What follows belongs to an exercise in optimizing a design on an open flow for small area; a production flow would make more cautious choices. Function was checked by simulation only, so behaviour that the tests miss may differ from the original. Power figures rest on the tool's default switching activity, not on a simulated workload.

== job 9306 ==
==> flow/design.v (excerpt) <==
module multi_channel_system_timer
#(
  parameter int NUM_CMP    = 8,
  parameter int PRESCALE_W = 8
) (
  input  logic                       hb_clk,
  input  logic                       rst,
  input  logic                       tick_src,
  input  logic [MST_ADDR_W-1:0]      bus_raddr,
  input  logic [MST_ADDR_W-1:0]      bus_waddr,
  input  logic [31:0]                bus_wdata,
  input  logic                       bus_ren,
  input  logic                       bus_wen,
  output logic [31:0]                bus_rdata,
  output logic [NUM_CMP-1:0]         irq,
  output logic                       mtimer_int
);
export LEC_CHECK = 0
export CAP_MARGIN = 20
export CORE_MARGIN = 2
export CORE_UTILIZATION = 40
export GPL_TIMING_DRIVEN = 1
export PLACE_DENSITY = 0.5
export SETUP_SLACK_MARGIN = 0.3
export SLEW_MARGIN = 20
create_clock -name core_clock -period 5.0 [get_ports {hb_clk}]
standard.sh (not shown) runs the stock make flow with config.mk's settings and CLKGATE_MAP_FILE= SYNTH_SCRIPT=/design/flow/synth_recipe.tcl, a recipe that flattens the netlist after the stock synthesis.
==> flow/flow/run.sh <==
#!/bin/bash
# Own layout flow: the standard ORFS flow (standard.sh) with these changes.
#  1. Synthesis is the standard script (synth_recipe.tcl sourcing ORFS synth.tcl)
#     with only the ABC mapping step changed: the adder-carry module
#     mst_addcy is kept as its own module until the final flatten and mapped
#     with flow/abc_keep.script (which keeps its prefix structure), and the
#     rest is mapped with flow/abc.script (area-oriented, no re-balancing).
#     All passes before ABC are unchanged, so the registers are the standard
#     synthesis's, with the same names and cells.
#  2. CTS runs without dummy loads, with small sink clusters.
# Logs: make's output in run.log here; each ORFS step's log under orfs/logs/.
set -euo pipefail
W=$(pwd)
F=$W/flow

python3 - "$FLOW_HOME/scripts/synth.tcl" "$W/orfs_synth_own.tcl" "$F" <<'PY'
import sys
src, dst, f = sys.argv[1:]
s = open(src).read()
old = "  log_cmd abc {*}$abc_args\n"
assert s.count(old) == 1
new = ("  set abc_rest [lrange $abc_args 2 end]\n"
       "  log_cmd abc -script " + f + "/abc_keep.script {*}$abc_rest mst_addcy\n"
       "  log_cmd abc -script " + f + "/abc.script {*}$abc_rest $::env(DESIGN_NAME)\n")
open(dst, "w").write(s.replace(old, new))
PY
sed "s#\$::env(SCRIPTS_DIR)/synth.tcl#$W/orfs_synth_own.tcl#" "$W/synth_recipe.tcl" > "$W/own_synth.tcl"
grep -q "orfs_synth_own.tcl" "$W/own_synth.tcl"

bash "$W/standard.sh" \
  "SYNTH_SCRIPT=$W/own_synth.tcl" \
  "SYNTH_KEEP_MODULES=mst_addcy" \
  "CTS_ARGS=-sink_clustering_enable -repair_clock_nets -dont_use_dummy_load -buf_list sky130_fd_sc_hd__clkbuf_8 -sink_clustering_size 14 -sink_clustering_max_diameter 60" \
  finish > "$W/run.log" 2>&1
==> flow/flow/abc.script <==
strash
&get -n
&st
&dch
&nf
&put
topo
stime -c
==> flow/flow/abc_keep.script <==
strash
&get -n
&st
&nf
&put
topo
stime -c
Input-level comparison between job 817 and job 9306:
- changing GPL_TIMING_DRIVEN from 1 to 0
==> flow/flow/abc.script <==
strash
&get -n
&st
&dch
&nf -p -R 20
&put
topo
stime -c
Notes after the runs:
The final layout from job 817, which completed every stage, passed the timing, DRC and antenna checks at the end of the flow. Looking only at utilization after layout, and setting everything else aside, the lower value of job 9306 and job 817 goes to job 9306. In job 817, power share of the combinational group is lower than in job 9306. Re synthesized cell count: job 817 is 0.47% up on job 9306.
Modified inputs, job 4230 compared to job 817
diff --git a/flow/flow/run.sh b/flow/flow/run.sh
--- a/flow/flow/run.sh
+++ b/flow/flow/run.sh
@@ -33 +33 @@
-  "CTS_ARGS=-sink_clustering_enable -repair_clock_nets -dont_use_dummy_load -buf_list sky130_fd_sc_hd__clkbuf_8 -sink_clustering_size 14 -sink_clustering_max_diameter 60" \
+  "CTS_ARGS=-sink_clustering_enable -repair_clock_nets -dont_use_dummy_load -buf_list sky130_fd_sc_hd__clkbuf_16 -sink_clustering_size 20 -sink_clustering_max_diameter 60" \
==> flow/flow/abc.script <==
strash
&get -n
&st
&dch
&nf
&put
buffer -c
topo
stime -c
upsize -c
dnsize -c
## What came out
NOTE per-cell via count in the routed design job 817->job 4230 increased by a little under 10%. Looking at multi-input gate share of total cell area, job 4230 sits 1.6 points below job 817. Worst setup margin was lower in the run labelled job 4230. The flow completed for job 4230, but it is not clean: the layout still shows negative setup slack. Taking job 4230 over job 817, the number of buffers outside the clock class in the layout ratio works out to 2.3. Worst setup path endpoint: g_ch[3].u_ch.ncmp[5] -> job 817, bus_rdata[13] -> job 4230. Job 4230 falls short of job 817 in total power consumption of the routed design. Row clock latency on the worst-skew pair: job 4230 lower / job 817 higher.
## Diff of input files: job 3542 against job 4230
- SETUP_SLACK_MARGIN: 0.3 -> 0.15
diff --git a/flow/flow/run.sh b/flow/flow/run.sh
--- a/flow/flow/run.sh
+++ b/flow/flow/run.sh
@@ -10,0 +11 @@
+#  3. Port buffers are buf_2 cells instead of the default delay buffers.
@@ -33 +34,2 @@
-  "CTS_ARGS=-sink_clustering_enable -repair_clock_nets -dont_use_dummy_load -buf_list sky130_fd_sc_hd__clkbuf_16 -sink_clustering_size 20 -sink_clustering_max_diameter 60" \
+  "BUFFER_PORTS_ARGS=-buffer_cell sky130_fd_sc_hd__buf_2" \
+  "CTS_ARGS=-sink_clustering_enable -repair_clock_nets -dont_use_dummy_load -buf_list sky130_fd_sc_hd__clkbuf_8 -sink_clustering_size 14 -sink_clustering_max_diameter 60" \
==> flow/flow/abc.script <==
strash
&get -n
&st
&dch
&nf
&put
topo
stime -c
==> run notes <==
- On sequential share of layout area: between job 4230 and job 3542, it ends up lower for job 4230.
- Wire length of the first global-routing pass: job 4230 and job 3542 compared, higher one is job 4230
- Library cell contributing the largest single delay on the critical path: sky130_fd_sc_hd__nor3_4 -> job 4230, sky130_fd_sc_hd__o211ai_1 -> job 3542
- Of the two values seen for worst setup path category, flip-flop to flip-flop was produced by job 3542 and primary input to flip-flop by job 4230.
- Compared job 3542 vs job 4230, and average instance area after synthesis is up in job 3542.
- Diff job 4230 and job 3542: global-route usage lower in job 3542
- The storage element area was comparable across job 4230 and job 3542.
- Job 3542: done, clean on timing, DRC and antenna
- The final reports for job 3542 and job 4230 show worst setup slack higher in the former.
- Overall die area, job 4230 and job 3542: smaller value in job 3542
- Post-synthesis adder-cell area fraction: job 3542 vs job 4230 — no meaningful difference
- Looking at cell area after synthesis, job 3542 sits 2200 um2 below job 4230.
- Taking job 4230 as the reference point, the total via count in the routed design of job 3542 falls by 8025.
- Final critical-path share of the clock period (job 3542 over job 4230): decrease, 7.2 points

========
run A:
Starting RTL as in the previous note.
// multi_channel_system_timer
module multi_channel_system_timer
#(
  parameter int NUM_CMP    = 8,
  parameter int PRESCALE_W = 8
) (
  input  logic                       hb_clk,
  input  logic                       rst,
  input  logic                       tick_src,
  input  logic [MST_ADDR_W-1:0]      bus_raddr,
  input  logic [MST_ADDR_W-1:0]      bus_waddr,
  input  logic [31:0]                bus_wdata,
  input  logic                       bus_ren,
  input  logic                       bus_wen,
  output logic [31:0]                bus_rdata,
  output logic [NUM_CMP-1:0]         irq,
  output logic                       mtimer_int
);
  logic                  tick_q;
  logic                  tick;
  logic                  inc;
  logic                  upd;
  logic [PRESCALE_W-1:0] cnt;
  logic [63:0]           mtime;
  logic [63:0]           mt_a;    
  logic                  ctrl_en;
  logic [PRESCALE_W-1:0] prescale;
  logic [31:0]           wd_z, wd_nz, wd_no;
  logic                  wr_mtime_l, wr_mtime_h, wr_ctrl, wr_status;
  logic [63:0]           ch_ncmp   [NUM_CMP];
  logic [31:0]           ch_nper   [NUM_CMP];
  logic [2:0]            ch_ctrl   [NUM_CMP];
  logic [NUM_CMP-1:0]    pending;
  logic [31:0]           rd_val;
  assign wd_z  = bus_wdata & {32{~rst}};
  assign wd_no = ~wd_z;
  assign wd_nz = ~(bus_wdata | {32{rst}});
  assign wr_mtime_l = bus_wen & (bus_waddr == MST_MTIME_L);
  assign wr_mtime_h = bus_wen & (bus_waddr == MST_MTIME_H);
  assign wr_ctrl    = bus_wen & (bus_waddr == MST_CTRL);
  assign wr_status  = bus_wen & (bus_waddr == MST_STATUS);
  assign tick = tick_src & ~tick_q;
  ...
Settings: LEC_CHECK=0, CAP_MARGIN=20, CORE_MARGIN=2, CORE_UTILIZATION=40, GPL_ROUTABILITY_DRIVEN=0, GPL_TIMING_DRIVEN=0, PLACE_DENSITY=0.5, SETUP_SLACK_MARGIN=0.3, SLEW_MARGIN=20; clock period 5.0 ns.
==> flow/flow/run.sh <==
#!/bin/bash
# Own layout flow: the standard ORFS flow (standard.sh) with these changes.
#  1. Synthesis is the standard script (synth_recipe.tcl sourcing ORFS synth.tcl)
#     with only the ABC mapping step changed: the adder-carry module
#     mst_addcy is kept as its own module until the final flatten and mapped
#     with flow/abc_keep.script (which keeps its prefix structure), and the
#     rest is mapped with flow/abc.script (area-oriented, no re-balancing).
#     All passes before ABC are unchanged, so the registers are the standard
#     synthesis's, with the same names and cells.
#  2. CTS runs without dummy loads, with small sink clusters.
#  3. Port buffers are buf_2 cells instead of the default delay buffers.
# Logs: make's output in run.log here; each ORFS step's log under orfs/logs/.
set -euo pipefail
W=$(pwd)
F=$W/flow

python3 - "$FLOW_HOME/scripts/synth.tcl" "$W/orfs_synth_own.tcl" "$F" <<'PY'
import sys
src, dst, f = sys.argv[1:]
s = open(src).read()
old = "  log_cmd abc {*}$abc_args\n"
assert s.count(old) == 1
new = ("  set abc_rest [lrange $abc_args 2 end]\n"
       "  log_cmd abc -script " + f + "/abc_keep.script {*}$abc_rest mst_addcy\n"
       "  log_cmd abc -script " + f + "/abc.script {*}$abc_rest $::env(DESIGN_NAME)\n")
open(dst, "w").write(s.replace(old, new))
PY
sed "s#\$::env(SCRIPTS_DIR)/synth.tcl#$W/orfs_synth_own.tcl#" "$W/synth_recipe.tcl" > "$W/own_synth.tcl"
grep -q "orfs_synth_own.tcl" "$W/own_synth.tcl"

bash "$W/standard.sh" \
  "SYNTH_SCRIPT=$W/own_synth.tcl" \
  "SYNTH_KEEP_MODULES=mst_addcy" \
  "BUFFER_PORTS_ARGS=-buffer_cell sky130_fd_sc_hd__buf_2" \
  "CTS_ARGS=-sink_clustering_enable -repair_clock_nets -dont_use_dummy_load -buf_list sky130_fd_sc_hd__clkbuf_8 -sink_clustering_size 14 -sink_clustering_max_diameter 60" \
  finish > "$W/run.log" 2>&1
==> flow/flow/abc.script <==
strash
&get -n
&st
&dch
&nf
&put
topo
stime -c
Scripts as last shown in full above: flow/flow/abc_keep.script
## Diff of input files: run B against run A
# run A
export LEC_CHECK = 0
export CAP_MARGIN = 20
export CORE_MARGIN = 2
export CORE_UTILIZATION = 40
export GPL_ROUTABILITY_DRIVEN = 0
export GPL_TIMING_DRIVEN = 0
export PLACE_DENSITY = 0.5
export SETUP_SLACK_MARGIN = 0.3
export SLEW_MARGIN = 20
create_clock -name core_clock -period 5.0 [get_ports {hb_clk}]
# run B
export LEC_CHECK = 0
export CAP_MARGIN = 20
export CORE_MARGIN = 2
export CORE_UTILIZATION = 52
export GPL_TIMING_DRIVEN = 0
export PLACE_DENSITY = 0.62
export SETUP_SLACK_MARGIN = 0.3
export SLEW_MARGIN = 20
create_clock -name core_clock -period 5.0 [get_ports {hb_clk}]
diff --git a/flow/flow/run.sh b/flow/flow/run.sh
--- a/flow/flow/run.sh
+++ b/flow/flow/run.sh
@@ -11 +10,0 @@
-#  3. Port buffers are buf_2 cells instead of the default delay buffers.
@@ -34 +32,0 @@
-  "BUFFER_PORTS_ARGS=-buffer_cell sky130_fd_sc_hd__buf_2" \
--- outcome ---
Run B: share of the clock period used by the worst path is 0.81 points higher than what run A reported.
Final cell area: run B below run A
Sort run B and run A by first-pass iteration count of the detailed router desc -> top: run B
The sequential fraction of total cell area on run B is in line with that on run A.
Compared with run A, in run B clock insertion delay at the later pin of the skew report saw a decrease, wire length saw a decrease, first-pass GRT wire length saw a decrease, full die area saw a decrease.
Higher post-CTS setup-driven buffer insertion count among run B and run A: run B
For run C, these inputs were changed with respect to run B:
# run B
export LEC_CHECK = 0
export CAP_MARGIN = 20
export CORE_MARGIN = 2
export CORE_UTILIZATION = 52
export GPL_TIMING_DRIVEN = 0
export PLACE_DENSITY = 0.62
export SETUP_SLACK_MARGIN = 0.3
export SLEW_MARGIN = 20
create_clock -name core_clock -period 5.0 [get_ports {hb_clk}]
# run C
export LEC_CHECK = 0
export CAP_MARGIN = 10
export CORE_MARGIN = 2
export CORE_UTILIZATION = 40
export GPL_TIMING_DRIVEN = 0
export PLACE_DENSITY = 0.5
export SETUP_SLACK_MARGIN = 0.3
export SLEW_MARGIN = 10
create_clock -name core_clock -period 5.0 [get_ports {hb_clk}]
Notes after the runs:
Number of logic inverters in the finished layout: run C vs run B identical
Run C: done, clean on timing, DRC and antenna
Proportion of power drawn by the clock network for run C: 1.3 points up relative to run B
Relative to run B, the multi-input gate share of total cell area of run C is lower by 0.82 points.
Setup changes, run C to run D
# run C
export LEC_CHECK = 0
export CAP_MARGIN = 10
export CORE_MARGIN = 2
export CORE_UTILIZATION = 40
export GPL_TIMING_DRIVEN = 0
export PLACE_DENSITY = 0.5
export SETUP_SLACK_MARGIN = 0.3
export SLEW_MARGIN = 10
create_clock -name core_clock -period 5.0 [get_ports {hb_clk}]
# run D
export LEC_CHECK = 0
export CAP_MARGIN = 20
export CORE_MARGIN = 2
export CORE_UTILIZATION = 40
export GPL_TIMING_DRIVEN = 0
export PLACE_DENSITY = 0.5
export SETUP_SLACK_MARGIN = 0.3
export SLEW_MARGIN = 20
create_clock -name core_clock -period 5.0 [get_ports {hb_clk}]
diff --git a/flow/flow/run.sh b/flow/flow/run.sh
--- a/flow/flow/run.sh
+++ b/flow/flow/run.sh
@@ -10,0 +11,3 @@
+#  3. Port buffers are buf_2 cells instead of the default delay buffers.
+#  4. The post-placement repair_design uses gain-based buffering
+#     (flow/pre_resize.tcl).
@@ -32,0 +36,2 @@
+  "BUFFER_PORTS_ARGS=-buffer_cell sky130_fd_sc_hd__buf_2" \
+  "PRE_RESIZE_TCL=$F/pre_resize.tcl" \
==> flow/flow/pre_resize.tcl (new file) <==
# Sourced by ORFS before the post-placement repair_design: the same call as
# ORFS's repair_design_helper, with gain-based buffering added.
proc repair_design_helper { } {
  puts "Perform buffer insertion and gate resizing (gain-based buffering)..."
  set additional_args "-verbose -buffer_gain 4.0"
  append_env_var additional_args CAP_MARGIN -cap_margin 1
  append_env_var additional_args SLEW_MARGIN -slew_margin 1
  append_env_var additional_args MATCH_CELL_FOOTPRINT -match_cell_footprint 0
  log_cmd repair_design {*}$additional_args
}
Notes after the runs:
Run status, run D: aborted in placement repair (3_4_place_resized), error EST-0104
Run C -> run D: adder-cell area share of the yosys netlist delta 0, exact match
Synthesized cell count came out exactly the same in run C and run D.
[compare] base=run C new=run D: chip width did not really move, simple-gate area share of the yosys netlist did not really move, die height did not really move.

========
multi_channel_system_timer again, from the RTL that the note above started with.
clock: 5.0 ns
lec_check: 0
cap_margin: 20
core_margin: 2
core_utilization: 40
gpl_timing_driven: 0
place_density: 0.5
setup_slack_margin: 0.3
slew_margin: 20
==> flow/flow/run.sh <==
#!/bin/bash
# Own layout flow: the standard ORFS flow (standard.sh) with these changes.
#  1. Synthesis is the standard script (synth_recipe.tcl sourcing ORFS synth.tcl)
#     with only the ABC mapping step changed: the adder-carry module
#     mst_addcy is kept as its own module until the final flatten and mapped
#     with flow/abc_keep.script (which keeps its prefix structure), and the
#     rest is mapped with flow/abc.script (area-oriented, no re-balancing).
#     All passes before ABC are unchanged, so the registers are the standard
#     synthesis's, with the same names and cells.
#  2. CTS runs without dummy loads, with small sink clusters.
#  3. Port buffers are buf_2 cells instead of the default delay buffers.
# Logs: make's output in run.log here; each ORFS step's log under orfs/logs/.
set -euo pipefail
W=$(pwd)
F=$W/flow

python3 - "$FLOW_HOME/scripts/synth.tcl" "$W/orfs_synth_own.tcl" "$F" <<'PY'
import sys
src, dst, f = sys.argv[1:]
s = open(src).read()
old = "  log_cmd abc {*}$abc_args\n"
assert s.count(old) == 1
new = ("  set abc_rest [lrange $abc_args 2 end]\n"
       "  log_cmd abc -script " + f + "/abc_keep.script {*}$abc_rest mst_addcy\n"
       "  log_cmd abc -script " + f + "/abc.script {*}$abc_rest $::env(DESIGN_NAME)\n")
open(dst, "w").write(s.replace(old, new))
PY
sed "s#\$::env(SCRIPTS_DIR)/synth.tcl#$W/orfs_synth_own.tcl#" "$W/synth_recipe.tcl" > "$W/own_synth.tcl"
grep -q "orfs_synth_own.tcl" "$W/own_synth.tcl"

bash "$W/standard.sh" \
  "SYNTH_SCRIPT=$W/own_synth.tcl" \
  "SYNTH_KEEP_MODULES=mst_addcy" \
  "BUFFER_PORTS_ARGS=-buffer_cell sky130_fd_sc_hd__buf_2" \
  "CTS_ARGS=-sink_clustering_enable -repair_clock_nets -dont_use_dummy_load -buf_list sky130_fd_sc_hd__clkbuf_8 -sink_clustering_size 14 -sink_clustering_max_diameter 60" \
  finish > "$W/run.log" 2>&1
Scripts as last shown in full above: flow/flow/abc.script, flow/flow/abc_keep.script
Rerun with:
--- a/flow/flow/run.sh
+++ b/flow/flow/run.sh
@@ -34,3 +34,3 @@
   "BUFFER_PORTS_ARGS=-buffer_cell sky130_fd_sc_hd__buf_2" \
-  "CTS_ARGS=-sink_clustering_enable -repair_clock_nets -dont_use_dummy_load -buf_list sky130_fd_sc_hd__clkbuf_8 -sink_clustering_size 14 -sink_clustering_max_diameter 60" \
+  "CTS_ARGS=-sink_clustering_enable -repair_clock_nets -dont_use_dummy_load -buf_list sky130_fd_sc_hd__clkbuf_8 -sink_clustering_size 16 -sink_clustering_max_diameter 75" \
   finish > "$W/run.log" 2>&1
Effect:
- The new run ran to the end with no violations
- total power came out lower by 3.2%
- cell area is lower by 0.63%
- area after synthesis is unchanged
- critical path depth decreases by 2
Rerun with:
--- a/flow/flow/run.sh
+++ b/flow/flow/run.sh
@@ -10,3 +10,2 @@
 #  2. CTS runs without dummy loads, with small sink clusters.
-#  3. Port buffers are buf_2 cells instead of the default delay buffers.
 # Logs: make's output in run.log here; each ORFS step's log under orfs/logs/.
@@ -33,3 +32,2 @@
   "SYNTH_KEEP_MODULES=mst_addcy" \
-  "BUFFER_PORTS_ARGS=-buffer_cell sky130_fd_sc_hd__buf_2" \
   "CTS_ARGS=-sink_clustering_enable -repair_clock_nets -dont_use_dummy_load -buf_list sky130_fd_sc_hd__clkbuf_8 -sink_clustering_size 16 -sink_clustering_max_diameter 75" \
Settings changed: SETUP_SLACK_MARGIN 0.3 to 0.2.
Outcome: Setup slack degrades by 0.15 ns; sequential cell count stays the same; routed wire length came out higher by 1.1%; die area is unchanged; total power came out higher by 0.37%; global-route usage came out higher by 0.34 points; utilization came out higher by 0.42 points; clock power is about the same; combinational power came out higher by about 1%.
Rerun with:
--- a/flow/flow/run.sh
+++ b/flow/flow/run.sh
@@ -10,2 +10,3 @@
 #  2. CTS runs without dummy loads, with small sink clusters.
+#  3. Port buffers are buf_2 cells instead of the default delay buffers.
 # Logs: make's output in run.log here; each ORFS step's log under orfs/logs/.
@@ -32,3 +33,4 @@
   "SYNTH_KEEP_MODULES=mst_addcy" \
-  "CTS_ARGS=-sink_clustering_enable -repair_clock_nets -dont_use_dummy_load -buf_list sky130_fd_sc_hd__clkbuf_8 -sink_clustering_size 16 -sink_clustering_max_diameter 75" \
+  "BUFFER_PORTS_ARGS=-buffer_cell sky130_fd_sc_hd__buf_2" \
+  "CTS_ARGS=-sink_clustering_enable -repair_clock_nets -dont_use_dummy_load -buf_list sky130_fd_sc_hd__clkbuf_8 -sink_clustering_size 14 -sink_clustering_max_diameter 60" \
   finish > "$W/run.log" 2>&1
==> flow/flow/abc.script (replaced) <==
strash
&get -n
&st
&dch
&nf
&st
&dch
&nf
&put
topo
stime -c
Settings changed: SETUP_SLACK_MARGIN 0.2 to 0.3.
Cell count drops by 5.3%.
Combinational power drops by 67%.
Cell area drops by 0.50%.
Total power drops by 20%.
Die area drops by 2.0%.
Worst hold slack got worse by 0.11 ns.
Utilization climbs by 0.90 points.
Register-to-register slack stays flat.
Rerun with:
--- a/flow/flow/run.sh
+++ b/flow/flow/run.sh
@@ -10,3 +10,3 @@
 #  2. CTS runs without dummy loads, with small sink clusters.
-#  3. Port buffers are buf_2 cells instead of the default delay buffers.
+#  3. Port buffers are buf_1 cells instead of the default delay buffers.
 # Logs: make's output in run.log here; each ORFS step's log under orfs/logs/.
@@ -33,4 +33,4 @@
   "SYNTH_KEEP_MODULES=mst_addcy" \
-  "BUFFER_PORTS_ARGS=-buffer_cell sky130_fd_sc_hd__buf_2" \
-  "CTS_ARGS=-sink_clustering_enable -repair_clock_nets -dont_use_dummy_load -buf_list sky130_fd_sc_hd__clkbuf_8 -sink_clustering_size 14 -sink_clustering_max_diameter 60" \
+  "BUFFER_PORTS_ARGS=-buffer_cell sky130_fd_sc_hd__buf_1" \
+  "CTS_ARGS=-sink_clustering_enable -repair_clock_nets -dont_use_dummy_load -buf_list sky130_fd_sc_hd__clkbuf_8 -sink_clustering_size 15 -sink_clustering_max_diameter 65" \
   finish > "$W/run.log" 2>&1
==> flow/flow/abc.script (replaced) <==
strash
&get -n
&st
&dch
&nf
&put
topo
stime -c
Outcome: The changed run finished with timing, DRC and antenna clean. Total power climbs by a quarter to a third. Synthesized cell count climbs by a little under a tenth. Worst hold slack gets worse by 0.081 ns. Area after synthesis climbs by a few percent. Core utilization drops by 1.1 points.
Rerun with:
--- a/flow/flow/run.sh
+++ b/flow/flow/run.sh
@@ -10,3 +10,2 @@
 #  2. CTS runs without dummy loads, with small sink clusters.
-#  3. Port buffers are buf_1 cells instead of the default delay buffers.
 # Logs: make's output in run.log here; each ORFS step's log under orfs/logs/.
@@ -33,4 +32,3 @@
   "SYNTH_KEEP_MODULES=mst_addcy" \
-  "BUFFER_PORTS_ARGS=-buffer_cell sky130_fd_sc_hd__buf_1" \
-  "CTS_ARGS=-sink_clustering_enable -repair_clock_nets -dont_use_dummy_load -buf_list sky130_fd_sc_hd__clkbuf_8 -sink_clustering_size 15 -sink_clustering_max_diameter 65" \
+  "CTS_ARGS=-sink_clustering_enable -repair_clock_nets -dont_use_dummy_load -buf_list sky130_fd_sc_hd__clkbuf_8 -sink_clustering_size 14 -sink_clustering_max_diameter 60" \
   finish > "$W/run.log" 2>&1
- final cell count stays flat
- synthesized area is unchanged
- wire length grows by 0.35%

-- re-timing with driven ports --
How much do the figures lean on ideal ports? The routed layouts below were timed once more, with nothing changed but the port constraints.
Step 1: set_driving_cell puts a clkbuf_16 on hb_clk and a buf_2 on each other input, an assumption about the parent block.
Step 2 also shifts input and output timing later by t, the mid clock arrival at the registers, as if the neighbouring blocks saw the same clock.
Three values: no drivers, after step 1, after step 2; two values: the first two.
run	t (ns)	setup slack, ns	hold WS [ns]	latest minus earliest clock arrival (ns)	slew at the worst register clock pin (ns)
job 9306	0.945	0.346 / 0.346 / -0.204	0.524 / 0.524 / 0.524	0.094 / 0.095	0.10 / 0.10
job 817	0.947	0.170 / 0.170 / -0.456	0.404 / 0.350 / 0.508	0.096 / 0.096	0.10 / 0.10
job 4230	0.844	-0.217 / -0.163 / -1.007	0.488 / 0.488 / 0.488	0.080 / 0.080	0.08 / 0.08
job 3542	0.945	0.143 / 0.143 / -0.489	0.370 / 0.314 / 0.514	0.072 / 0.072	0.10 / 0.10
run A	0.939	0.200 / 0.200 / -0.537	0.349 / 0.298 / 0.519	0.085 / 0.085	0.10 / 0.10
run B	0.910	0.159 / 0.159 / -0.414	0.515 / 0.515 / 0.515	0.086 / 0.086	0.11 / 0.11
run C	0.950	0.299 / 0.299 / -0.500	0.515 / 0.515 / 0.515	0.084 / 0.084	0.10 / 0.10
the first run of note 3	0.950	0.196 / 0.196 / -0.439	0.339 / 0.283 / 0.515	0.071 / 0.071	0.10 / 0.10
the second run of note 3	0.919	0.261 / 0.261 / -0.394	0.383 / 0.325 / 0.499	0.093 / 0.093	0.12 / 0.12
the third run of note 3	0.919	0.113 / 0.113 / -0.556	0.518 / 0.518 / 0.518	0.088 / 0.088	0.12 / 0.12
the fourth run of note 3	0.949	0.110 / 0.111 / -0.795	0.404 / 0.347 / 0.502	0.119 / 0.119	0.10 / 0.10
the fifth run of note 3	0.961	0.188 / 0.209 / -0.710	0.323 / 0.258 / 0.503	0.099 / 0.099	0.11 / 0.11
the sixth run of note 3	0.942	0.306 / 0.306 / -0.486	0.520 / 0.520 / 0.520	0.092 / 0.092	0.10 / 0.10
With both steps, setup timing fails in 12 of these runs, where it was met with ideal ports. For the fourth run of note 3, which loses most, drivers alone change the setup slack by +0.001 ns; drivers and shift together by -0.905 ns.
